This design comes from an exercise in tuning for small area, a short achievable clock period and few clock cycles per item on the open sky130 flow, not from production work. Where RTL was checked, it was by simulation tests only, not by an equivalence proof against the original.

==> inputs of 06-15 <==
==> flow/design.v (excerpt) <==
module bytedecode_top (
	input  logic					i_clk,
	input  logic					i_rstn,
	input  logic [64-1:0]	i_ibytes,
	input  logic					i_ibytes_valid,
	output logic					o_ibytes_ready,
	input  logic [3:0]				i_l,
	output logic [64-1:0]	o_coeffs,
	output logic					o_coeffs_valid,
	output logic					o_done
);
	logic [63:0]	a_q, b_q;
	logic			va_q, vb_q;
	logic [3:0]		ta_q, tb_q;		 
	logic			la_q, lb_q;		 
	logic [5:0]		p_q;
	logic [5:0]		cnt_q;			 
	logic			ready_q;
	logic			pge_q, pgt_q;
	logic [5:0]		thr;
	logic			emit, lastbeat, pop, amove;
	logic [5:0]		p_d;
	assign thr      = ta_q[0] ? 6'd9 : (ta_q[3] ? 6'd4 : 6'd0);
	assign emit     = va_q & (la_q | ~pgt_q | vb_q);
	assign lastbeat = la_q & pge_q;
	assign pop      = emit & pge_q;
	assign amove    = ~va_q | pop;
	assign p_d      = emit ? (lastbeat ? 6'd0 : p_q - thr) : p_q;
	logic			load, in_last;
	assign load    = i_ibytes_valid & ready_q;
	assign in_last = (cnt_q == 6'd1);
	logic			va_d, vb_d;
	logic [3:0]		ta_d;
	logic			ready_d;
	logic [5:0]		thr_d;
	logic			pge_d, pgt_d;
	assign va_d  = amove ? vb_q : va_q;
	assign vb_d  = ready_q ? i_ibytes_valid : (vb_q & ~amove);
	assign ta_d  = amove ? tb_q : ta_q;
	assign thr_d = ta_d[0] ? 6'd9 : (ta_d[3] ? 6'd4 : 6'd0);
	assign pge_d   = (p_d >= thr_d);
	assign pgt_d   = (p_d > thr_d);
	assign ready_d = ~vb_d | ~va_d | pge_d;
	always_ff @(posedge i_clk or negedge i_rstn) begin
		if (!i_rstn) begin
			va_q    <= 1'b0;
			vb_q    <= 1'b0;
			p_q     <= '0;
			cnt_q   <= '0;
		end else begin
			va_q    <= va_d;
			vb_q    <= vb_d;
			p_q     <= p_d;
			if (load) begin
				if (cnt_q == 6'd0) begin
					cnt_q <= {i_l - 4'd1, 2'b11};
				end else begin
					cnt_q <= cnt_q - 1'b1;
				end
			end
		end
	end
	always_ff @(posedge i_clk) begin
		ready_q <= ready_d;
		pge_q   <= pge_d;
		pgt_q   <= pgt_d;
	end
	always_ff @(posedge i_clk) begin
		if (amove) begin
			a_q  <= b_q;
			ta_q <= tb_q;
			la_q <= lb_q;
		end
		if (ready_q) begin
			b_q  <= i_ibytes;
			tb_q <= bytedecode_pkg::width_therm(i_l);
  ...
==> module bytedecode_top, before the edit <==
module bytedecode_top (
	input  logic					i_clk,
	input  logic					i_rstn,
	input  logic [64-1:0]	i_ibytes,
	input  logic					i_ibytes_valid,
	output logic					o_ibytes_ready,
	input  logic [3:0]				i_l,
	output logic [64-1:0]	o_coeffs,
	output logic					o_coeffs_valid,
	output logic					o_done
);
	logic [63:0]	a_q, b_q;
	logic			va_q, vb_q;
	logic [3:0]		ta_q, tb_q;		 
	logic			la_q, lb_q;		 
	logic [5:0]		p_q;
	logic [5:0]		cnt_q;			 
	logic			ready_q;
	logic			pge_q, pgt_q;
	logic [5:0]		thr;
	logic			emit, lastbeat, pop, amove;
	logic [5:0]		p_d;
	assign thr      = ta_q[0] ? 6'd9 : (ta_q[3] ? 6'd4 : 6'd0);
	assign emit     = va_q & (la_q | ~pgt_q | vb_q);
	assign lastbeat = la_q & pge_q;
	assign pop      = emit & pge_q;
	assign amove    = ~va_q | pop;
	assign p_d      = emit ? (lastbeat ? 6'd0 : p_q - thr) : p_q;
	logic			load, in_last;
	assign load    = i_ibytes_valid & ready_q;
	assign in_last = (cnt_q == 6'd1);
	logic			va_d, vb_d;
	logic [3:0]		ta_d;
	logic			ready_d;
	logic [5:0]		thr_d;
	logic			pge_d, pgt_d;
	assign va_d  = amove ? vb_q : va_q;
	assign vb_d  = ready_q ? i_ibytes_valid : (vb_q & ~amove);
	assign ta_d  = amove ? tb_q : ta_q;
	assign thr_d = ta_d[0] ? 6'd9 : (ta_d[3] ? 6'd4 : 6'd0);
	assign pge_d   = (p_d >= thr_d);
	assign pgt_d   = (p_d > thr_d);
	assign ready_d = ~vb_d | ~va_d | pge_d;
	always_ff @(posedge i_clk or negedge i_rstn) begin
		if (!i_rstn) begin
			va_q    <= 1'b0;
			vb_q    <= 1'b0;
			p_q     <= '0;
			cnt_q   <= '0;
		end else begin
			va_q    <= va_d;
			vb_q    <= vb_d;
			p_q     <= p_d;
			if (load) begin
				if (cnt_q == 6'd0) begin
					cnt_q <= {i_l - 4'd1, 2'b11};
				end else begin
					cnt_q <= cnt_q - 1'b1;
				end
			end
		end
	end
	always_ff @(posedge i_clk) begin
		ready_q <= ready_d;
		pge_q   <= pge_d;
		pgt_q   <= pgt_d;
	end
	always_ff @(posedge i_clk) begin
		if (amove) begin
			a_q  <= b_q;
			ta_q <= tb_q;
			la_q <= lb_q;
		end
		if (ready_q) begin
			b_q  <= i_ibytes;
			tb_q <= bytedecode_pkg::width_therm(i_l);
			lb_q <= in_last;
		end
	end
	logic [127:0]	cat;
	logic [59:0]	sh4;
	logic [54:0]	sh;
	logic [63:0]	win;
	logic			m11, m12, m20, m40, m55, m60;
	logic [87:0]	l5;
	logic [71:0]	l4;
	logic [63:0]	l3;
	logic [56:0]	l1;
	assign cat = {b_q, a_q};
	assign l5  = p_q[5] ? cat[119:32] : cat[87:0];
	assign l4  = p_q[4] ? l5[87:16]   : l5[71:0];
	assign l3  = p_q[3] ? l4[71:8]    : l4[63:0];
	assign sh4 = p_q[2] ? l3[63:4]    : l3[59:0];
	assign l1  = p_q[1] ? sh4[58:2]   : sh4[56:0];
	assign sh  = p_q[0] ? l1[55:1]    : l1[54:0];
	assign m11 = ~(lastbeat & ta_q[0]);
	assign m12 = ~(lastbeat & ta_q[1]);
	assign m20 = ~(lastbeat & ta_q[2]);
	assign m40 = ~(lastbeat & ta_q[3]);
	assign m55 = ~ta_q[0] & m40;
	assign m60 = ~ta_q[3];
	assign win = {a_q[63:60] & {4{m60}},
	              sh4[59:55] & {5{m55}},
	              sh[54:40]  & {15{m40}},
	              sh[39:20]  & {20{m20}},
	              sh[19:12]  & {8{m12}},
	              sh[11]     & m11,
	              sh[10:0]};
	always_ff @(posedge i_clk) begin
		o_coeffs <= win;
	end
	always_ff @(posedge i_clk) begin
		o_coeffs_valid <= emit;
		o_done         <= emit & lastbeat;
	end
	assign o_ibytes_ready = ready_q;
endmodule
clock: 10.5 ns
lec_check: 0
cap_margin: 20
core_margin: 2
core_utilization: 40
place_density: 0.6
slew_margin: 20
standard.sh (not shown) runs the stock make flow with config.mk's settings and CLKGATE_MAP_FILE= SYNTH_SCRIPT=/design/flow/synth_recipe.tcl, a recipe that flattens the netlist after the stock synthesis.
==> flow/flow/run.sh <==
#!/bin/bash
# Standard ORFS layout, with the timing repair steps asked to reach a
# tighter setup margin than the clock period alone would ask for, the
# smallest buffer on the ports, and a clock tree of large clustered buffers.
set -euo pipefail
bash standard.sh SETUP_SLACK_MARGIN=7.5 \
	"BUFFER_PORTS_ARGS=-buffer_cell sky130_fd_sc_hd__buf_1" \
	"CTS_ARGS=-sink_clustering_enable -repair_clock_nets -buf_list sky130_fd_sc_hd__clkbuf_16 -sink_clustering_size 30 -sink_clustering_max_diameter 100" \
	finish > flow_make.log 2>&1
==> inputs of 08-13, as changes to 06-15 <==
--- a/flow/design.v
+++ b/flow/design.v
@@ -59,10 +59,16 @@
 			vb_q    <= 1'b0;
 			p_q     <= '0;
 			cnt_q   <= '0;
+			ready_q <= 1'b0;
+			pge_q   <= 1'b1;
+			pgt_q   <= 1'b0;
 		end else begin
 			va_q    <= va_d;
 			vb_q    <= vb_d;
 			p_q     <= p_d;
+			ready_q <= ready_d;
+			pge_q   <= pge_d;
+			pgt_q   <= pgt_d;
 			if (load) begin
 				if (cnt_q == 6'd0) begin
 					cnt_q <= {i_l - 4'd1, 2'b11};
@@ -71,11 +77,6 @@
 				end
 			end
 		end
-	end
-	always_ff @(posedge i_clk) begin
-		ready_q <= ready_d;
-		pge_q   <= pge_d;
-		pgt_q   <= pgt_d;
 	end
 	always_ff @(posedge i_clk) begin
 		if (amove) begin
@@ -94,17 +95,9 @@
 	logic [54:0]	sh;
 	logic [63:0]	win;
 	logic			m11, m12, m20, m40, m55, m60;
-	logic [87:0]	l5;
-	logic [71:0]	l4;
-	logic [63:0]	l3;
-	logic [56:0]	l1;
 	assign cat = {b_q, a_q};
-	assign l5  = p_q[5] ? cat[119:32] : cat[87:0];
-	assign l4  = p_q[4] ? l5[87:16]   : l5[71:0];
-	assign l3  = p_q[3] ? l4[71:8]    : l4[63:0];
-	assign sh4 = p_q[2] ? l3[63:4]    : l3[59:0];
-	assign l1  = p_q[1] ? sh4[58:2]   : sh4[56:0];
-	assign sh  = p_q[0] ? l1[55:1]    : l1[54:0];
+	assign sh4 = 60'(cat >> {p_q[5:2], 2'b00});
+	assign sh  = 55'(sh4 >> p_q[1:0]);
 	assign m11 = ~(lastbeat & ta_q[0]);
 	assign m12 = ~(lastbeat & ta_q[1]);
 	assign m20 = ~(lastbeat & ta_q[2]);
@@ -121,9 +114,14 @@
 	always_ff @(posedge i_clk) begin
 		o_coeffs <= win;
 	end
-	always_ff @(posedge i_clk) begin
-		o_coeffs_valid <= emit;
-		o_done         <= emit & lastbeat;
+	always_ff @(posedge i_clk or negedge i_rstn) begin
+		if (!i_rstn) begin
+			o_coeffs_valid <= 1'b0;
+			o_done         <= 1'b0;
+		end else begin
+			o_coeffs_valid <= emit;
+			o_done         <= emit & lastbeat;
+		end
 	end
 	assign o_ibytes_ready = ready_q;
 endmodule
==> flow/flow/run.sh (replaced) <==
#!/bin/bash
# Standard ORFS layout, with the timing repair steps asked to reach a
# tighter setup margin than the clock period alone would ask for, and
# the smallest buffer on the ports.
set -euo pipefail
bash standard.sh SETUP_SLACK_MARGIN=7.5 "BUFFER_PORTS_ARGS=-buffer_cell sky130_fd_sc_hd__buf_1" finish > flow_make.log 2>&1
Settings changed: CORE_UTILIZATION 40 to 55, CTS_BUF_LIST set to sky130_fd_sc_hd__clkbuf_8, PLACE_DENSITY 0.6 to 0.7.
==> inputs of 02-25, as changes to 06-15 <==
==> flow/design.v (replaced) <==
package bytedecode_pkg;
	function automatic logic [3:0] width_therm(logic [3:0] l);
		case (l)
			4'd11:   width_therm = 4'b1111;
			4'd12:   width_therm = 4'b1110;
			4'd5:    width_therm = 4'b1100;
			4'd10:   width_therm = 4'b1000;
			default: width_therm = 4'b0000;
		endcase
	endfunction
endpackage
`timescale 1ns/10ps
module bytedecode_top (
	input  logic					i_clk,
	input  logic					i_rstn,
	input  logic [64-1:0]	i_ibytes,
	input  logic					i_ibytes_valid,
	output logic					o_ibytes_ready,
	input  logic [3:0]				i_l,
	output logic [64-1:0]	o_coeffs,
	output logic					o_coeffs_valid,
	output logic					o_done
);
	logic [63:0]	a_q;
	logic			va_q;
	logic [3:0]		ta_q;			 
	logic			la_q;			 
	logic [5:0]		p_q;
	logic [5:0]		cnt_q;			 
	logic			ready_q;		 
	logic			pge_q, pgt_q;
	logic [5:0]		thr;
	logic			emit, lastbeat, amove, load;
	assign thr      = ta_q[0] ? 6'd9 : (ta_q[3] ? 6'd4 : 6'd0);
	assign emit     = va_q & (la_q | ~pgt_q | i_ibytes_valid);
	assign lastbeat = la_q & pge_q;
	assign amove    = ~va_q | (emit & pge_q);
	assign load     = i_ibytes_valid & ready_q;
	logic [5:0]		p_sub, p_move, p_stay;
	logic [3:0]		t_in;
	logic			in_last;
	logic			ge_move, gt_move, ge_stay, gt_stay;
	assign p_sub  = p_q - thr;
	assign p_move = ~va_q ? p_q : (la_q ? 6'd0 : p_sub);
	assign p_stay = pge_q ? p_q : p_sub;
	assign t_in    = bytedecode_pkg::width_therm(i_l);
	assign in_last = (cnt_q == 6'd1);
	always_comb begin
		if (t_in[0]) begin
			ge_move = (p_move >= 6'd9);
			gt_move = (p_move >  6'd9);
		end else if (t_in[3]) begin
			ge_move = (p_move >= 6'd4);
			gt_move = (p_move >  6'd4);
		end else begin
			ge_move = 1'b1;
			gt_move = (p_move != 6'd0);
		end
		ge_stay = (p_stay >= thr);
		gt_stay = (p_stay >  thr);
	end
	always_ff @(posedge i_clk or negedge i_rstn) begin
		if (!i_rstn) begin
			va_q  <= 1'b0;
			p_q   <= '0;
			cnt_q <= '0;
		end else begin
			if (amove) begin
				va_q <= load;
				p_q  <= p_move;
			end else begin
				p_q  <= p_stay;
			end
			if (load) begin
				if (cnt_q == 6'd0) begin
					cnt_q <= {i_l - 4'd1, 2'b11};
				end else begin
					cnt_q <= cnt_q - 1'b1;
				end
			end
		end
	end
	always_ff @(posedge i_clk) begin
		if (amove) begin
			a_q     <= i_ibytes;
			ta_q    <= t_in;
			la_q    <= in_last;
			pge_q   <= ge_move;
			pgt_q   <= gt_move;
			ready_q <= ~load | ge_move;
		end else begin
			pge_q   <= ge_stay;
			pgt_q   <= gt_stay;
			ready_q <= ge_stay;
		end
	end
	logic [127:0]	cat;
	logic [87:0]	l5;
	logic [71:0]	l4;
	logic [63:0]	l3;
	logic [59:0]	sh4;
	logic [56:0]	l1;
	logic [54:0]	sh;
	logic [63:0]	win;
	logic			m11, m12, m20, m40, m55, m60;
	assign cat = {i_ibytes, a_q};
	assign l5  = p_q[5] ? cat[119:32] : cat[87:0];
	assign l4  = p_q[4] ? l5[87:16]   : l5[71:0];
	assign l3  = p_q[3] ? l4[71:8]    : l4[63:0];
	assign sh4 = p_q[2] ? l3[63:4]    : l3[59:0];
	assign l1  = p_q[1] ? sh4[58:2]   : sh4[56:0];
	assign sh  = p_q[0] ? l1[55:1]    : l1[54:0];
	assign m11 = ~(lastbeat & ta_q[0]);
	assign m12 = ~(lastbeat & ta_q[1]);
	assign m20 = ~(lastbeat & ta_q[2]);
	assign m40 = ~(lastbeat & ta_q[3]);
	assign m55 = ~ta_q[0] & m40;
	assign m60 = ~ta_q[3];
	assign win = {a_q[63:60] & {4{m60}},
	              sh4[59:55] & {5{m55}},
	              sh[54:40]  & {15{m40}},
	              sh[39:20]  & {20{m20}},
	              sh[19:12]  & {8{m12}},
	              sh[11]     & m11,
	              sh[10:0]};
	always_ff @(posedge i_clk) begin
		o_coeffs <= win;
	end
	always_ff @(posedge i_clk) begin
		o_coeffs_valid <= emit;
		o_done         <= va_q & lastbeat;
	end
	assign o_ibytes_ready = ready_q;
endmodule
Settings changed: ABC_AREA set to 1.
==> results list <==
- Highest-count cells in the layout ignoring fill and taps: 136 x sky130_fd_sc_hd__edfxtp_1, 123 x sky130_fd_sc_hd__mux4_2, 94 x sky130_fd_sc_hd__mux2i_1
- Count of multi-input combinational gates: 766
- Worst hold path endpoint: ta_q[1]$_DFFE_PN_
* Largest stage delay on the critical path: 0.53 ns
- Run status: timing/DRC/antenna clean
* Die Footprint: 27000 um2
the above is filed under 08-13

==> results list <==
- For this run, the slowest stage of the critical path takes 0.37 ns.
- The top cell types in the final layout, fill and taps aside, are 413 x sky130_fd_sc_hd__nand2_1, 228 x sky130_fd_sc_hd__nand3_1, 127 x sky130_fd_sc_hd__nor2_1.
* Depth of the most critical reg-to-reg path: 10
- Average routed wire per standard cell: 17.1 um
* Die Footprint: 25200 um2
- Run status: timing/DRC/antenna clean
- Port buffering added 137 buffers.
* Count of multi-input combinational gates: 1103
- Post-Layout Inst Area: 11700 um2
* Non-clock inverter count in the final layout: 52
the above is filed under 02-25

==> results list <==
- Run status: timing/DRC/antenna clean
- The number of multi-input combinational cells in the layout is 600.
* Highest-count cells in the layout ignoring fill and taps: 136 x sky130_fd_sc_hd__edfxtp_1, 110 x sky130_fd_sc_hd__o22ai_1, 68 x sky130_fd_sc_hd__nand2_1, 68 x sky130_fd_sc_hd__buf_1, 65 x sky130_fd_sc_hd__nor2_1
* Worst hold path endpoint: a_q[59]$_DFFE_PN_
- The die covers 29300 um2.
the above is filed under 06-15

Testbench counts of 06-15, summed over its fixed seeds: cycles 11,787, frames 384.
Testbench counts of 02-25, summed over its fixed seeds: cycles 11,779, frames 384.
No functional check of the RTL was part of 08-13.

## port drivers added, routing unchanged
No port has a modelled driver above. Below, the same layouts with a new extraction and two added sets of constraints.
Step 1 sets driving cells, clkbuf_16 on the clock port and buf_2 on the other inputs (assumed; they add their load-dependent delay and slew).
Step 2 times the ports against the registers' clock, not the clock port: input delays grow and output delays shrink by t, the midpoint of the rising clock arrivals with the driver on.
a / b / c = no drivers / after step 1 / after step 2; a / b = the first two.
| run | t (ns) | setup WS [ns] | hold WS [ns] | slew at the worst register clock pin (ns) | pins driven straight from the clock port |
|---|---|---|---|---|---|
| 06-15 | 0.521 | 7.391 / 7.343 / 7.153 | 0.430 / 0.430 / 0.430 | 0.12 / 0.12 | 1 |
| 08-13 | 0.588 | 7.190 / 7.145 / 6.994 | 0.421 / 0.421 / 0.421 | 0.07 / 0.07 | 1 |
| 02-25 | 0.481 | 7.478 / 7.428 / 6.998 | 0.512 / 0.512 / 0.512 | 0.07 / 0.07 | 1 |
After both steps setup and hold are still met in every run listed. The setup slack of 02-25, which loses most, moves by -0.050 ns with the drivers and by -0.480 ns with both steps.
